Source: an optimization exercise on an open RTL-to-GDS flow (aim: a short achievable clock period and few clock cycles per item). Production flows keep margins and buffers that such runs may drop.
In this exercise RTL edits were held to simulation tests only and were not proved equivalent to the original.
No activity file was given, so power comes from the tool's default toggle rates.

$ cat flow/design.v
package dmpi_pkg;
  localparam int MOTORS_DEF = 2;
  localparam int MUL_W  = 25;
  localparam int PROD_W = 2 * MUL_W;
  localparam int SPEED_W = 20;
  localparam int ERR_W   = 21;
  localparam int DIFF_W  = 22;
  localparam int INTEG_W = 37;
  localparam int LO_W    = 18;
  localparam int TLO_W   = 42;
  localparam int IFULL_W = 61;
  localparam int SUM_W   = 48;
  localparam int DRVF_W  = SUM_W - 20;
  localparam int DUTY_W  = 15;
  localparam int CMP_W   = 16;
  localparam int CFG_W   = 36;
  localparam logic [SPEED_W-1:0] SPEED_MAX  = 20'hFFFFF;
  localparam logic [DUTY_W-1:0]  FULL_DRIVE = 15'd25600;
  localparam logic [23:0]        RECIP_100  = 24'd10737419;
  typedef enum logic [1:0] {
    FUNC_TICK,
    FUNC_TARGET,
    FUNC_DIR,
    FUNC_ESTOP
  } func_t;
  typedef enum logic [2:0] {
    REG_RPM_PER_PULSE,
    REG_PERIOD_SECONDS,
    REG_PROP_GAIN,
    REG_INTEG_GAIN,
    REG_DERIV_GAIN,
    REG_INTEGRAL_LIMIT,
    REG_DRIVE_LIMIT,
    REG_PWM_PERIOD
  } reg_idx_t;
  typedef struct packed {
    logic [15:0] rpm_per_pulse;
    logic [15:0] period_seconds;
    logic [23:0] prop_gain;
    logic [23:0] integ_gain;
    logic [23:0] deriv_gain_per_period;
    logic [35:0] integral_limit;
    logic [14:0] drive_limit;
    logic [15:0] pwm_period_ticks;
  } cfg_t;
  localparam cfg_t CFG_RESET = {
    16'd6000,             
    16'd655,              
    24'd33554,            
    24'd83886,            
    24'd0,                
    36'd20971520000,      
    15'd7680,             
    16'd50                
  };
  typedef enum logic [3:0] {
    S_IDLE,
    S_DECODE,
    S_SPEED,
    S_ERR,
    S_INTEG,
    S_PROP,
    S_ILO,
    S_IHI,
    S_DER,
    S_SUM,
    S_DRIVE,
    S_DUTY,
    S_PWM,
    S_SCALE,
    S_CMP,
    S_DONE
  } state_t;
endpackage
import dmpi_pkg::*;
module dmpi_cfg (
  input  logic                      clk,
  input  logic                      rst,
  input  logic                      we,
  input  logic [2:0]                index,
  input  logic [dmpi_pkg::CFG_W-1:0] data,
  output dmpi_pkg::cfg_t            cfg
);
  always_ff @(posedge clk) begin
    if (rst) begin
      cfg <= CFG_RESET;
    end else if (we) begin
      case (index)
        REG_RPM_PER_PULSE:  cfg.rpm_per_pulse         <= data[15:0];
        REG_PERIOD_SECONDS: cfg.period_seconds        <= data[15:0];
        REG_PROP_GAIN:      cfg.prop_gain             <= data[23:0];
        REG_INTEG_GAIN:     cfg.integ_gain            <= data[23:0];
        REG_DERIV_GAIN:     cfg.deriv_gain_per_period <= data[23:0];
        REG_INTEGRAL_LIMIT: cfg.integral_limit        <= data[35:0];
        REG_DRIVE_LIMIT:    cfg.drive_limit           <= data[14:0];
        REG_PWM_PERIOD:     cfg.pwm_period_ticks      <= data[15:0];
        default: ;
      endcase
    end
  end
endmodule
import dmpi_pkg::*;
module dmpi_mul (
  input  logic                              clk,
  input  logic                              en,
  input  logic signed [dmpi_pkg::MUL_W-1:0] a,
  input  logic signed [dmpi_pkg::MUL_W-1:0] b,
  output logic signed [dmpi_pkg::PROD_W-1:0] prod
);
  always_ff @(posedge clk) begin
    if (en) begin
      prod <= PROD_W'(a) * PROD_W'(b);
    end
  end
endmodule
import dmpi_pkg::*;
module dual_motor_speed_pi_controller #(
  parameter int MOTORS = dmpi_pkg::MOTORS_DEF
) (
  input  logic                       clk,
  input  logic                       rst,
  input  logic                       cmd_valid,
  output logic                       cmd_ready,
  input  logic [1:0]                 cmd_func,
  input  logic                       cmd_motor,
  input  logic [13:0]                cmd_pulses,
  input  logic [19:0]                cmd_target_speed,
  input  logic                       cmd_new_direction,
  output logic                       rsp_valid,
  input  logic                       rsp_ready,
  output logic                       rsp_motor_out,
  output logic [15:0]                rsp_compare_value,
  output logic                       rsp_brake_level,
  output logic                       rsp_direction_level,
  output logic                       rsp_running,
  output logic [19:0]                rsp_measured_speed,
  output logic                       rsp_ignored,
  input  logic                       cfg_we,
  input  logic [2:0]                 cfg_index,
  input  logic [dmpi_pkg::CFG_W-1:0] cfg_data
);
  localparam int MIDX_W = (MOTORS > 1) ? $clog2(MOTORS) : 1;
  dmpi_pkg::cfg_t cfg;
  dmpi_pkg::state_t state, state_next;
  logic [1:0]         func_q;
  logic               motor_q;
  logic [13:0]        pulses_q;
  logic [19:0]        tgt_q;
  logic               dir_q;
  logic [SPEED_W-1:0]        target_store     [MOTORS];
  logic [SPEED_W-1:0]        speed_store      [MOTORS];
  logic                      running_flags    [MOTORS];
  logic signed [INTEG_W-1:0] integral_store   [MOTORS];
  logic signed [ERR_W-1:0]   last_error_store [MOTORS];
  logic [CMP_W-1:0]          compare_store    [MOTORS];
  logic                      brake_store      [MOTORS];
  logic                      direction_store  [MOTORS];
  logic signed [ERR_W-1:0]   err;
  logic signed [DIFF_W-1:0]  diff;
  logic signed [INTEG_W-1:0] integ;
  logic [TLO_W-1:0]          t_lo;
  logic signed [IFULL_W-1:0] ifull;
  logic signed [SUM_W-1:0]   sum;
  logic [DUTY_W-1:0]         drive;
  logic [DUTY_W-1:0]         duty;
  logic                      ign;
  logic                      mul_en;
  logic signed [MUL_W-1:0]   mul_a;
  logic signed [MUL_W-1:0]   mul_b;
  logic signed [PROD_W-1:0]  prod;
  logic [MIDX_W-1:0] mi;
  logic              in_range;
  logic              busy;
  logic              tick_go;
  logic              out_free;
  logic              accept;
  logic [SPEED_W-1:0]        spd_sat;
  logic signed [INTEG_W:0]   isum;
  logic signed [INTEG_W:0]   lim_pos;
  logic signed [INTEG_W:0]   lim_neg;
  logic signed [DRVF_W-1:0]  drive_full;
  logic [16:0]               quot;
  dmpi_cfg u_cfg (
    .clk   (clk),
    .rst   (rst),
    .we    (cfg_we),
    .index (cfg_index),
    .data  (cfg_data),
    .cfg   (cfg)
  );
  dmpi_mul u_mul (
    .clk  (clk),
    .en   (mul_en),
    .a    (mul_a),
    .b    (mul_b),
    .prod (prod)
  );
  assign mi       = MIDX_W'(motor_q);
  assign in_range = (MOTORS > 1) || (motor_q == 1'b0);
  assign busy     = (target_store[mi] != '0) || running_flags[mi];
  assign tick_go  = in_range && (func_q == FUNC_TICK) && running_flags[mi]
                    && (target_store[mi] > 20'd1);
  assign out_free = !rsp_valid || rsp_ready;
  assign accept   = cmd_valid && cmd_ready;
  assign cmd_ready = (state == S_IDLE);
  assign spd_sat    = (prod[29:20] != '0) ? SPEED_MAX : prod[19:0];
  assign isum       = (INTEG_W+1)'(integral_store[mi]) + $signed(prod[INTEG_W:0]);
  assign lim_pos    = $signed({2'b00, cfg.integral_limit});
  assign lim_neg    = -lim_pos;
  assign drive_full = DRVF_W'(sum >>> 20);
  assign quot       = prod[46:30];
  always_comb begin
    state_next = state;
    case (state)
      S_IDLE:   if (accept) state_next = S_DECODE;
      S_DECODE: state_next = tick_go ? S_SPEED : S_DONE;
      S_SPEED:  state_next = S_ERR;
      S_ERR:    state_next = S_INTEG;
      S_INTEG:  state_next = S_PROP;
      S_PROP:   state_next = S_ILO;
      S_ILO:    state_next = S_IHI;
      S_IHI:    state_next = S_DER;
      S_DER:    state_next = S_SUM;
      S_SUM:    state_next = S_DRIVE;
      S_DRIVE:  state_next = S_DUTY;
      S_DUTY:   state_next = S_PWM;
      S_PWM:    state_next = S_SCALE;
      S_SCALE:  state_next = S_CMP;
      S_CMP:    state_next = S_DONE;
      S_DONE:   if (out_free) state_next = S_IDLE;
      default:  state_next = S_IDLE;
    endcase
  end
  always_comb begin
    mul_en = 1'b0;
    mul_a  = '0;
    mul_b  = '0;
    case (state)
      S_DECODE: begin
        mul_en = tick_go;
        mul_a  = $signed({11'b0, pulses_q});
        mul_b  = $signed({9'b0, cfg.rpm_per_pulse});
      end
      S_ERR: begin
        mul_en = 1'b1;
        mul_a  = MUL_W'(err);
        mul_b  = $signed({9'b0, cfg.period_seconds});
      end
      S_INTEG: begin
        mul_en = 1'b1;
        mul_a  = MUL_W'(err);
        mul_b  = $signed({1'b0, cfg.prop_gain});
      end
      S_PROP: begin
        mul_en = 1'b1;
        mul_a  = $signed({7'b0, integ[LO_W-1:0]});
        mul_b  = $signed({1'b0, cfg.integ_gain});
      end
      S_ILO: begin
        mul_en = 1'b1;
        mul_a  = MUL_W'($signed(integ[INTEG_W-1:LO_W]));
        mul_b  = $signed({1'b0, cfg.integ_gain});
      end
      S_IHI: begin
        mul_en = 1'b1;
        mul_a  = MUL_W'(diff);
        mul_b  = $signed({1'b0, cfg.deriv_gain_per_period});
      end
      S_PWM: begin
        mul_en = 1'b1;
        mul_a  = $signed({10'b0, duty});
        mul_b  = $signed({9'b0, cfg.pwm_period_ticks});
      end
      S_SCALE: begin
        mul_en = 1'b1;
        mul_a  = $signed({2'b0, prod[30:8]});
        mul_b  = $signed({1'b0, RECIP_100});
      end
      default: ;
    endcase
  end
  always_ff @(posedge clk) begin
    if (rst) begin
      state <= S_IDLE;
    end else begin
      state <= state_next;
    end
  end
  always_ff @(posedge clk) begin
    if (accept) begin
      func_q   <= cmd_func;
      motor_q  <= cmd_motor;
      pulses_q <= cmd_pulses;
      tgt_q    <= cmd_target_speed;
      dir_q    <= cmd_new_direction;
    end
    case (state)
      S_DECODE: ign <= in_range && (func_q == FUNC_DIR) && busy;
      S_SPEED:  err <= $signed({1'b0, target_store[mi]}) - $signed({1'b0, spd_sat});
      S_ERR:    diff <= DIFF_W'(err) - DIFF_W'(last_error_store[mi]);
      S_INTEG: begin
        if (isum > lim_pos) begin
          integ <= INTEG_W'(lim_pos);
        end else if (isum < lim_neg) begin
          integ <= INTEG_W'(lim_neg);
        end else begin
          integ <= INTEG_W'(isum);
        end
      end
      S_PROP:   sum <= SUM_W'(prod);
      S_ILO:    t_lo <= prod[TLO_W-1:0];
      S_IHI:    ifull <= (IFULL_W'($signed(prod[42:0])) <<< LO_W)
                         + $signed({19'b0, t_lo});
      S_DER:    sum <= sum + SUM_W'(ifull >>> 16);
      S_SUM:    sum <= sum + SUM_W'($signed(prod[45:0]));
      S_DRIVE: begin
        if (drive_full > $signed({13'b0, cfg.drive_limit})) begin
          drive <= cfg.drive_limit;
        end else if (drive_full < 0) begin
          drive <= '0;
        end else begin
          drive <= drive_full[DUTY_W-1:0];
        end
      end
      S_DUTY:   duty <= (drive > FULL_DRIVE) ? '0 : FULL_DRIVE - drive;
      default: ;
    endcase
  end
  always_ff @(posedge clk) begin
    if (rst) begin
      for (int i = 0; i < MOTORS; i++) begin
        target_store[i]     <= '0;
        speed_store[i]      <= '0;
        running_flags[i]    <= 1'b0;
        integral_store[i]   <= '0;
        last_error_store[i] <= '0;
        compare_store[i]    <= '0;
        brake_store[i]      <= 1'b0;
        direction_store[i]  <= 1'b0;
      end
    end else begin
      case (state)
        S_DECODE: begin
          if (in_range) begin
            case (func_q)
              FUNC_TICK: begin
                if (!tick_go) begin
                  compare_store[mi]    <= '0;
                  integral_store[mi]   <= '0;
                  last_error_store[mi] <= '0;
                  speed_store[mi]      <= '0;
                end
              end
              FUNC_TARGET: begin
                target_store[mi] <= tgt_q;
                if (tgt_q != '0 && !running_flags[mi]) begin
                  brake_store[mi]   <= 1'b1;
                  running_flags[mi] <= 1'b1;
                end else if (tgt_q == '0 && running_flags[mi]) begin
                  running_flags[mi] <= 1'b0;
                  brake_store[mi]   <= 1'b0;
                  compare_store[mi] <= '0;
                end
              end
              FUNC_DIR: begin
                if (!busy) direction_store[mi] <= dir_q;
              end
              FUNC_ESTOP: begin
                running_flags[mi] <= 1'b0;
                target_store[mi]  <= '0;
                brake_store[mi]   <= 1'b0;
                compare_store[mi] <= '0;
              end
              default: ;
            endcase
          end
        end
        S_SPEED:  speed_store[mi] <= spd_sat;
        S_ERR:    last_error_store[mi] <= err;
        S_PROP:   integral_store[mi] <= integ;
        S_CMP: begin
          if (quot > {1'b0, cfg.pwm_period_ticks}) begin
            compare_store[mi] <= cfg.pwm_period_ticks;
          end else begin
            compare_store[mi] <= quot[CMP_W-1:0];
          end
        end
        default: ;
      endcase
    end
  end
  always_ff @(posedge clk) begin
    if (rst) begin
      rsp_valid <= 1'b0;
    end else if (state == S_DONE && out_free) begin
      rsp_valid <= 1'b1;
    end else if (rsp_ready) begin
      rsp_valid <= 1'b0;
    end
  end
  always_ff @(posedge clk) begin
    if (state == S_DONE && out_free) begin
      rsp_motor_out <= motor_q;
      if (in_range) begin
        rsp_compare_value   <= compare_store[mi];
        rsp_brake_level     <= brake_store[mi];
        rsp_direction_level <= direction_store[mi];
        rsp_running         <= running_flags[mi];
        rsp_measured_speed  <= speed_store[mi];
        rsp_ignored         <= ign;
      end else begin
        rsp_compare_value   <= '0;
        rsp_brake_level     <= 1'b0;
        rsp_direction_level <= 1'b0;
        rsp_running         <= 1'b0;
        rsp_measured_speed  <= '0;
        rsp_ignored         <= 1'b0;
      end
    end
  end
endmodule
$ cat flow/run.sh
#!/bin/bash
# synth_recipe.tcl (not shown) runs the flow's synth.tcl, then flattens the netlist and writes it again
# the make line also repeats each setting of config.mk as NAME=value (left out here)
make -C /OpenROAD-flow-scripts/flow DESIGN_CONFIG=/design/flow/config.mk WORK_HOME=/design/flow/orfs CLKGATE_MAP_FILE= SYNTH_SCRIPT=/design/flow/synth_recipe.tcl finish
$ cat flow/config.mk
export PLATFORM = sky130hd
export DESIGN_NAME = dual_motor_speed_pi_controller
export DESIGN_NICKNAME = dual_motor_speed_pi_controller
export VERILOG_FILES = /design/flow/design.v
export SDC_FILE = /design/flow/constraint.sdc
export NUM_CORES = 4
export LEC_CHECK = 0
export CAP_MARGIN = 20
export CORE_MARGIN = 2
export CORE_UTILIZATION = 40
export SLEW_MARGIN = 20
$ cat flow/constraint.sdc
create_clock -name core_clock -period 12.0 [get_ports {clk}]
set_input_delay 2.4000 -clock core_clock [delete_from_list [all_inputs] [get_ports {clk}]]
set_output_delay 2.4000 -clock core_clock [all_outputs]
set_load 0.01 [all_outputs]
==> results_dict.tcl <==
set metrics [dict create \
    cell_leakage_power_nw 30.6 \
    critPathKind "flop to flop" \
    internal-power_w 0.00845 \
    cts_resized 0 \
    path_buf_inv 8 \
    synth.cell_area_mm2 0.0633 \
    place.detailed.hpwl_mm 169 \
    met2_usage 0.411 \
    run_status "complete, no violations" \
    fraction_of_layout_instances_using_a_drive_strength_above_1 0.0774 \
    slew_violations 0 \
    max_clock_freq_ghz 0.0947 \
    numPortBuffers 124 \
    power.share.sequential 0.246 \
    routed_wirelength_mm 221 \
    post_synth_main_area_contributors "sky130_fd_sc_hd__edfxtp_1, sky130_fd_sc_hd__fa_1, sky130_fd_sc_hd__ha_1, sky130_fd_sc_hd__dfxtp_1, sky130_fd_sc_hd__nand2_1" \
    floorplan.core_area_mm2 0.157 \
    ff_latch_area_mm2 0.0212 \
    tns_ns 0 \
    initial_standard_cell_utilization_of_the_core 0.404 \
    grt.met1_usage 0.372 \
    r2r_setup_slack_ns 1.44 \
    die-width_um 402 \
    grt_remaining_overflow 0 \
    fillerInstances 14961 \
    setup.worst_path.start_class "flop" \
    io_pins 125 \
    postSynthCellCount 6515 \
    post-route-min-period_ns 10.56 \
    synth-seq-area-share 0.335 \
    switching_share 0.479 \
    dominantRegCellSynth "sky130_fd_sc_hd__edfxtp_1" \
    timing.hold.worst_endpoint "ifull[16]" \
    synth_cell_type_count 89 \
    remaining_drc_errors 0 \
    cts_sinks 766 \
    grt_busiest_layer "met2" \
    detailedRoute.firstPassIterationCount 8 \
    grt_pass1_vias 48572 \
    yosys.area.top_type_share 0.279 \
    timing.hold.worst_path_depth 0 \
    antenna_found_initial 13 \
    timing.hold.worst.class "flop to flop" \
    htree_num_levels 3 \
    worst-r2r-cell-count 31 \
    placer_s_final_routability_congestion_estimate 0.995 \
    clock_skews_ns 0.0787 \
    dieHeight_um 402 \
    crit_path_top_delay_cell "sky130_fd_sc_hd__a21boi_2" \
    post_synth.cell_area_avg_um2 9.71 \
    synthesis.yosys.warnings 3 \
    critical_path_peak_fanout 36 \
    clock_power_share 0.177 \
    synth.net_count 7603 \
    dieArea_mm2 0.161 \
    global_route.usage.met3 0.0547 \
    max-cap-violations 0 \
    peakVddDrop_mv 0.302 \
    totalPowerFinal_w 0.0162 \
    grt_setup_unrepaired "false" \
    ctsRootBufferMaster "sky130_fd_sc_hd__clkbuf_16" \
    crit-reg2reg-capture "u_mul.prod[46]" \
    crit_required_ns 12.44 \
    final_antenna_net_count 0 \
    hold_start "t_lo[16]" \
    clock_latency_ns 0.73 \
    largest_net_degree_at_the_start_of_global_routing 112 \
    crit-reg2reg-launch "state[0]" \
    cts_hold_buf 0 \
    postCtsSetupRepairBufs 0 \
    design.final.nets 7646 \
    power_per_cell_area_mw_per_mm2 231 \
    avgViaCountPerCell 5.66 \
    async_flop_share 0 \
    cts_inserted_buffers 85 \
    ctsLongestPathBuffers 3 \
    final_hold_viol_count 0 \
    synth_top_area_cell "sky130_fd_sc_hd__edfxtp_1" \
    arrival_time_of_the_worst_setup_path_ns 10.99 \
    grt_pass1_wl_mm 325 \
    timing.final.setup_violations 0 \
    most_repeated_cell_in_the_gate_level_netlist_after_synthesis "sky130_fd_sc_hd__nand2_1" \
    relSlewSlack 0.170 \
    synth.ff_latch_count 766 \
    worst_setup_hold_path_clk_slew_ns 0.07 \
    wl_per_cell_um 25.4 \
    timing_worst_slew_pin_value_ns 1.25 \
    detailroute.via_count 49219 \
    multi_input_area_mm2 0.0379 \
    cpLargestDelayFamily "adder cells" \
    cts_tree "done" \
    detail_route.iter0.violations 5625 \
    post_synth_most_frequent_cells "sky130_fd_sc_hd__nand2_1, sky130_fd_sc_hd__inv_1, sky130_fd_sc_hd__fa_1" \
    core.rowCount 145 \
    final.period_utilization 0.880 \
    groute.usage.overall 0.271 \
    setup_crit_end_kind "flop" \
    area_growth_pct 11.0 \
    slowest_cell_delay_on_critical_path_ns 0.98 \
    power.combinational.fraction 0.577 \
    synth_edf_count 589 \
    power_switching_w 0.00776 \
]
==> power by group through the flow <==
stage	clock network, W	registers [W]	logic [W]
2_1_floorplan	0	0.00381	0.00599
3_3_place_gp	0	0.00402	0.00903
3_5_place_dp	0	0.00402	0.00910
4_1_cts	0.00290	0.00397	0.00916
5_1_grt	0.00300	0.00400	0.0102
6_report	0.00287	0.00399	0.00935
==> through the flow <==
stage	util	area [um2]	hold slack, ns	cells	setup slack (ns)
after floorplan	-	63300	0.400	6515	2.15
after global placement	0.428	67100	0.402	8526	1.69
after detailed placement	0.428	67100	0.409	8527	1.72
after CTS	0.448	70200	0.420	8686	1.68
after global routing	0.448	70200	0.428	8688	0.965
final	0.448	70300	0.426	8698	1.44
==> how the worst max path moves through the flow <==
| stage | from | endpoint | slack (ns) | depth (start not counted) |
|---|---|---|---|---|
| after floorplan | state[0] | u_mul.prod[44] | 2.15 | 30 |
| after global placement | state[0] | u_mul.prod[44] | 1.69 | 28 |
| after detailed placement | state[0] | u_mul.prod[44] | 1.72 | 32 |
| after CTS | state[0] | u_mul.prod[44] | 1.68 | 32 |
| after global routing | state[2] | u_mul.prod[44] | 0.96 | 29 |
| final | state[0] | u_mul.prod[46] | 1.44 | 31 |
==> layout make-up <==
| type | count | area share |
|---|---|---|
| Multi-Input combinational cell | 4583 | 0.539 |
| Sequential cell | 766 | 0.302 |
| Clock inverter | 64 | 0.0123 |
| Clock buffer | 95 | 0.0313 |
| Tap cell | 2058 | 0.0366 |
| Antenna cell | 10 | 0.000356 |
| Timing Repair Buffer | 246 | 0.0310 |
| Inverter | 876 | 0.0468 |
==> sequential cells by signal (all words and copies together) (netlist names), 20 cells and up, named ones only <==
signal and flops:
diff 22, target_store 40, u_mul.prod 48, rsp_measured_speed 20, compare_store 32, last_error_store 42
u_cfg.cfg 171, ifull 45, tgt_q 20, t_lo 26, sum 48, integ 37
speed_store 40, err 21, integral_store 74
==> metal layers <==
layer,part of all wire,up-vias
li1,-,21849
met1,0.41,24388
met2,0.43,2490
met3,0.10,484
met4,0.055,8
met5,0.00019,-
==> kinds of logic after synthesis <==
group / synth area share
buffers and inverters: 0.0699
AOI/OAI and AO/OA: 0.103
and+or+nand+nor: 0.152
DFF: 0.335
xor gates and xnor gates: 0.0331
muxes: 0.0354
adders and majority gates: 0.271
==> cell usage in the layout (no fill, tap or decap), types with 42 or more instances in the layout <==
master,count
sky130_fd_sc_hd__ha_1,397
sky130_fd_sc_hd__nand4_1,50
sky130_fd_sc_hd__clkbuf_16,86
sky130_fd_sc_hd__dfxtp_1,176
sky130_fd_sc_hd__mux2i_1,62
sky130_fd_sc_hd__nor2_1,527
sky130_fd_sc_hd__a22oi_1,69
sky130_fd_sc_hd__nand3_1,76
sky130_fd_sc_hd__nand2b_1,52
sky130_fd_sc_hd__edfxtp_1,589
sky130_fd_sc_hd__nand2_1,925
sky130_fd_sc_hd__inv_1,873
sky130_fd_sc_hd__nor3_1,55
sky130_fd_sc_hd__fa_1,609
sky130_fd_sc_hd__xor2_1,72
sky130_fd_sc_hd__a21o_1,105
sky130_fd_sc_hd__and2_1,120
sky130_fd_sc_hd__and3_1,100
sky130_fd_sc_hd__mux2_2,144
sky130_fd_sc_hd__buf_4,119
sky130_fd_sc_hd__o21ai_0,170
sky130_fd_sc_hd__nand3b_1,42
sky130_fd_sc_hd__a21oi_1,341
sky130_fd_sc_hd__clkdlybuf4s50_1,123
sky130_fd_sc_hd__xnor2_1,165
==> worst register-to-register path: cells and delay by family, from the launching register on <==
family / cells / cell delay, ns
simple gates: 8 / 2.10
flops: 1 / 0.40
xor+xnor: 1 / 0.15
compound gates: 5 / 2.53
fa+ha+maj: 9 / 4.32
buf+inv: 8 / 0.78
Testbench counts, summed over its fixed seeds: cycles 18,839, items 1,285.

re-timing with driven ports:
How much do the figures lean on ideal ports? The routed layout below was timed once more, with nothing changed but the port constraints. Step 1 (the two cells are an assumption about what drives the block):
set clk [get_ports {clk}]
set_driving_cell -lib_cell sky130_fd_sc_hd__clkbuf_16 $clk
set_driving_cell -lib_cell sky130_fd_sc_hd__buf_2 [delete_from_list [all_inputs] $clk]
Step 2 adds t to the input delays and takes it off the output delays; t is the mean of the earliest and latest rising clock arrival at the registers after step 1. Input paths then give back, and output paths get back, about the clock's delay inside the block. Three values: ideal, step 1, step 2; two values: the first two.
shift t [ns]: 0.770
setup WS [ns]: 1.445 / 1.445 / 1.445
worst setup path at the end: register to register
latest minus earliest clock arrival (ns): 0.080 / 0.081
After both steps this run still meets setup and hold. The setup slack of this run moves by 0.000 ns with the drivers and by 0.000 ns with both steps.
